Background: an optimization exercise with open tools, aiming at small area, a short achievable clock period and few clock cycles per item. Do not read the settings as production practice.
Only simulation tests tie the RTL to the original design; equivalence was not proved.
No activity file was given, so power comes from the tool's default toggle rates.

## run 1
==> flow/design.v (excerpt) <==
module interval_set_table_top (
  input  logic        clk,
  input  logic        rst,
  input  logic        in_valid,
  output logic        in_stall,
  input  logic [1:0]  cmd,
  input  logic [15:0] position,
  input  logic [16:0] fill_length,
  output logic        out_valid,
  input  logic        out_stall,
  output logic        is_member,
  output logic        table_full_error,
  output logic [4:0]  range_total
);
==> flow/config.mk <==
export PLATFORM = sky130hd
export DESIGN_NAME = interval_set_table_top
export DESIGN_NICKNAME = interval_set_table_top
export VERILOG_FILES = /design/flow/design.v
export SDC_FILE = /design/flow/constraint.sdc
export NUM_CORES = 4
export LEC_CHECK = 0
export CAP_MARGIN = 20
export CORE_MARGIN = 2
export CORE_UTILIZATION = 50
export SETUP_SLACK_MARGIN = 4.0
export SLEW_MARGIN = 20
export TNS_END_PERCENT = 0
==> flow/constraint.sdc <==
create_clock -name core_clock -period 6.5 [get_ports {clk}]
set_input_delay 1.3000 -clock core_clock [delete_from_list [all_inputs] [get_ports {clk}]]
set_output_delay 1.3000 -clock core_clock [all_outputs]
set_load 0.01 [all_outputs]
standard.sh (not shown) runs the stock make flow with config.mk's settings and CLKGATE_MAP_FILE= SYNTH_SCRIPT=/design/flow/synth_recipe.tcl, a recipe that flattens the netlist after the stock synthesis.
==> flow/flow/run.sh <==
#!/bin/bash
# Standard layout, with the resizer free to change a cell's footprint.
set -o pipefail
bash standard.sh MATCH_CELL_FOOTPRINT=0 finish > standard_flow.log 2>&1
Run 1 completed end to end with timing, DRC and antenna clean.
Testbench counts of run 1, summed over its fixed seeds: cycles 16,720, items 16,000.
Relative to run 1, the following input files were edited for run 2:
Settings: PLACE_DENSITY newly set to 0.7; SETUP_SLACK_MARGIN changed from 4.0 to 4.3; TNS_END_PERCENT changed from 0 to 5.
==> comparison <==
Compared with run 1, run 2 shows a leakage power that is 0.57 nW higher. Signed area change from the synthesized netlist to the final layout (run 2 over run 1): increase, 2.8 points. Flip-flop and latch share of the layout cell area ended up 0.93 points lower on run 2 than on run 1. Summary of run 2 over run 1: transition time of the tightest slew-check pin went down by 0.038 ns, aggregate routed wire length went down by 4.7%, peak supply drop went up by 9.0 uV. On total power, run 1 and run 2 are neck and neck. Run 2: headroom to the max-slew limit higher than run 1. [run 2 vs run 1] final critical-path required period: higher in run 2. Row fraction of the cycle the final worst path needs: run 2 higher / run 1 lower.
Inputs modified between run 2 and run 3:
Settings: an added CTS_BUF_LIST of sky130_fd_sc_hd__clkbuf_4 sky130_fd_sc_hd__clkbuf_8; a change of SETUP_SLACK_MARGIN from 4.3 to 4.0; a deleted PLACE_DENSITY that had been 0.7.
### Flow results
- Where worst setup slack is concerned, run 2 is outperformed by run 3.
- From run 2 to run 3 the numbers moved as follows: worst-case hold slack picked up an extra 0.0045 ns, actual slew at the worst max-slew pin neither gained nor lost much, sequential share of layout area lost 0.42 points.
- Higher number of logic stages on the critical path including buffering was reported by run 2, not run 3.
- Of run 3 and run 2, the run reporting the higher total placed cells including tap cells was run 3.
- Re part of the total power dissipated in combinational logic: run 3 is 1.7 points up on run 2.
Edits applied to the flow inputs when going from run 3 to run 4:
Settings: CTS_BUF_LIST no longer set, was sky130_fd_sc_hd__clkbuf_4 sky130_fd_sc_hd__clkbuf_8.
==> flow/run.sh (new file) <==
#!/bin/bash
# synth_recipe.tcl (not shown) runs the flow's synth.tcl, then flattens the netlist and writes it again
# the make line also repeats each setting of config.mk as NAME=value (left out here)
make -C /OpenROAD-flow-scripts/flow DESIGN_CONFIG=/design/flow/config.mk WORK_HOME=/design/flow/orfs CLKGATE_MAP_FILE= SYNTH_SCRIPT=/design/flow/synth_recipe.tcl finish
removed: flow/flow/run.sh
removed: flow/standard.sh
Notes after the runs:
The multi-input gate count on run 3 is in line with that on run 4.
Run 4: global routing met1 resource utilization 0.17 points above run 3
In the reports for run 4 and run 3, the smaller final cell count belongs to run 4.
Taking run 3 as the reference, in run 4 ratio of routed vias to standard cells went up by 0.73%, fmax went down by about 4.5%, area occupied by multi-input gates went down by 1.5%, leakage dissipation went down by 1.7%.
In terms of cell area reported after detailed placement, run 3 and run 4 differ only marginally.
The final worst setup slack of run 4 falls short of that of run 3 by 0.14 ns.
Diff run 3 -> run 4 | hold slack | decrease of 0.0052 ns
Looking at end point of the critical path, the first[13][4] result is from run 3; the r_s2[1] one comes from run 4.
Max routability congestion estimate across run 4 and run 3: run 3

Setup of north:
interval_set_table_top, a different RTL version from the one above (not shown whole).
Size: about 3000 cells after synthesis, roughly 760 flip-flops, ~48 I/O pins, about 0.038 mm^2 of cells after synthesis.
Settings: LEC_CHECK=0, CAP_MARGIN=20, CORE_MARGIN=2, CORE_UTILIZATION=50, SETUP_SLACK_MARGIN=4.0, SLEW_MARGIN=20, TNS_END_PERCENT=5; clock period 6.5 ns.
==> flow/flow/run.sh <==
#!/bin/bash
# Standard layout, with the resizer free to change a cell's footprint.
set -o pipefail
bash standard.sh MATCH_CELL_FOOTPRINT=0 finish > standard_flow.log 2>&1
Testbench counts of north, summed over its fixed seeds: cycles 16,024, items 16,000.
[inputs] south vs north
- CORE_UTILIZATION changed from 50 to 65
The wire length of south was superior to that of north.
In south the sequential share of layout area turned out 1.2 points higher than in north.
| global-route wire length before repair | south vs north | better |
south vs. north: peak supply drop higher; number of clock buffers inserted by TritonCTS lower; wire length per cell after detailed routing lower; placeable core region lower.
## Diff of input files: east against south
==> flow/run.sh (new file) <==
#!/bin/bash
# synth_recipe.tcl (not shown) runs the flow's synth.tcl, then flattens the netlist and writes it again
# the make line also repeats each setting of config.mk as NAME=value (left out here)
make -C /OpenROAD-flow-scripts/flow DESIGN_CONFIG=/design/flow/config.mk WORK_HOME=/design/flow/orfs CLKGATE_MAP_FILE= SYNTH_SCRIPT=/design/flow/synth_recipe.tcl finish
removed: flow/flow/run.sh
removed: flow/standard.sh
## What came out
Having completed the whole flow, east delivered a layout that passed the timing, design-rule and antenna checks.
Relative to south, final critical-path setup slack has increased by 14 ps in east.
Where switching component of the power is concerned, south is better than east.
Compared with south, east shows a higher fraction of met2 tracks used by global routing.

## re-timing with driven ports
No port has a modelled driver above. Below, the same layouts with a new extraction and two added sets of constraints. Step 1 assumes that a clkbuf_16 drives the clock port and a buf_2 every other input. Step 2, shift: input delay + t, output delay - t, t = (earliest + latest rising clock arrival at the registers) / 2. This alone moves slack from input paths to output paths. Slacks: ideal ports / drivers / drivers and shift; pairs: ideal ports / drivers.
run | t (ns) | slack for setup (ns) | worst setup path after step 2
run 1 | 0.708 | 3.327 / 3.327 / 2.689 | input to register
run 2 | 0.715 | 3.240 / 3.240 / 2.702 | input to register
run 3 | 0.879 | 3.471 / 3.471 / 2.636 | input to register
run 4 | 0.733 | 3.327 / 3.327 / 2.738 | input to register
north | 0.700 | 3.667 / 3.623 / 3.077 | input to register
south | 0.681 | 3.543 / 3.543 / 3.049 | input to register
east | 0.700 | 3.557 / 3.557 / 3.060 | input to register
After both steps setup and hold are still met in every run listed. For run 3, which loses most, drivers alone change the setup slack by 0.000 ns; drivers and shift together by -0.835 ns.
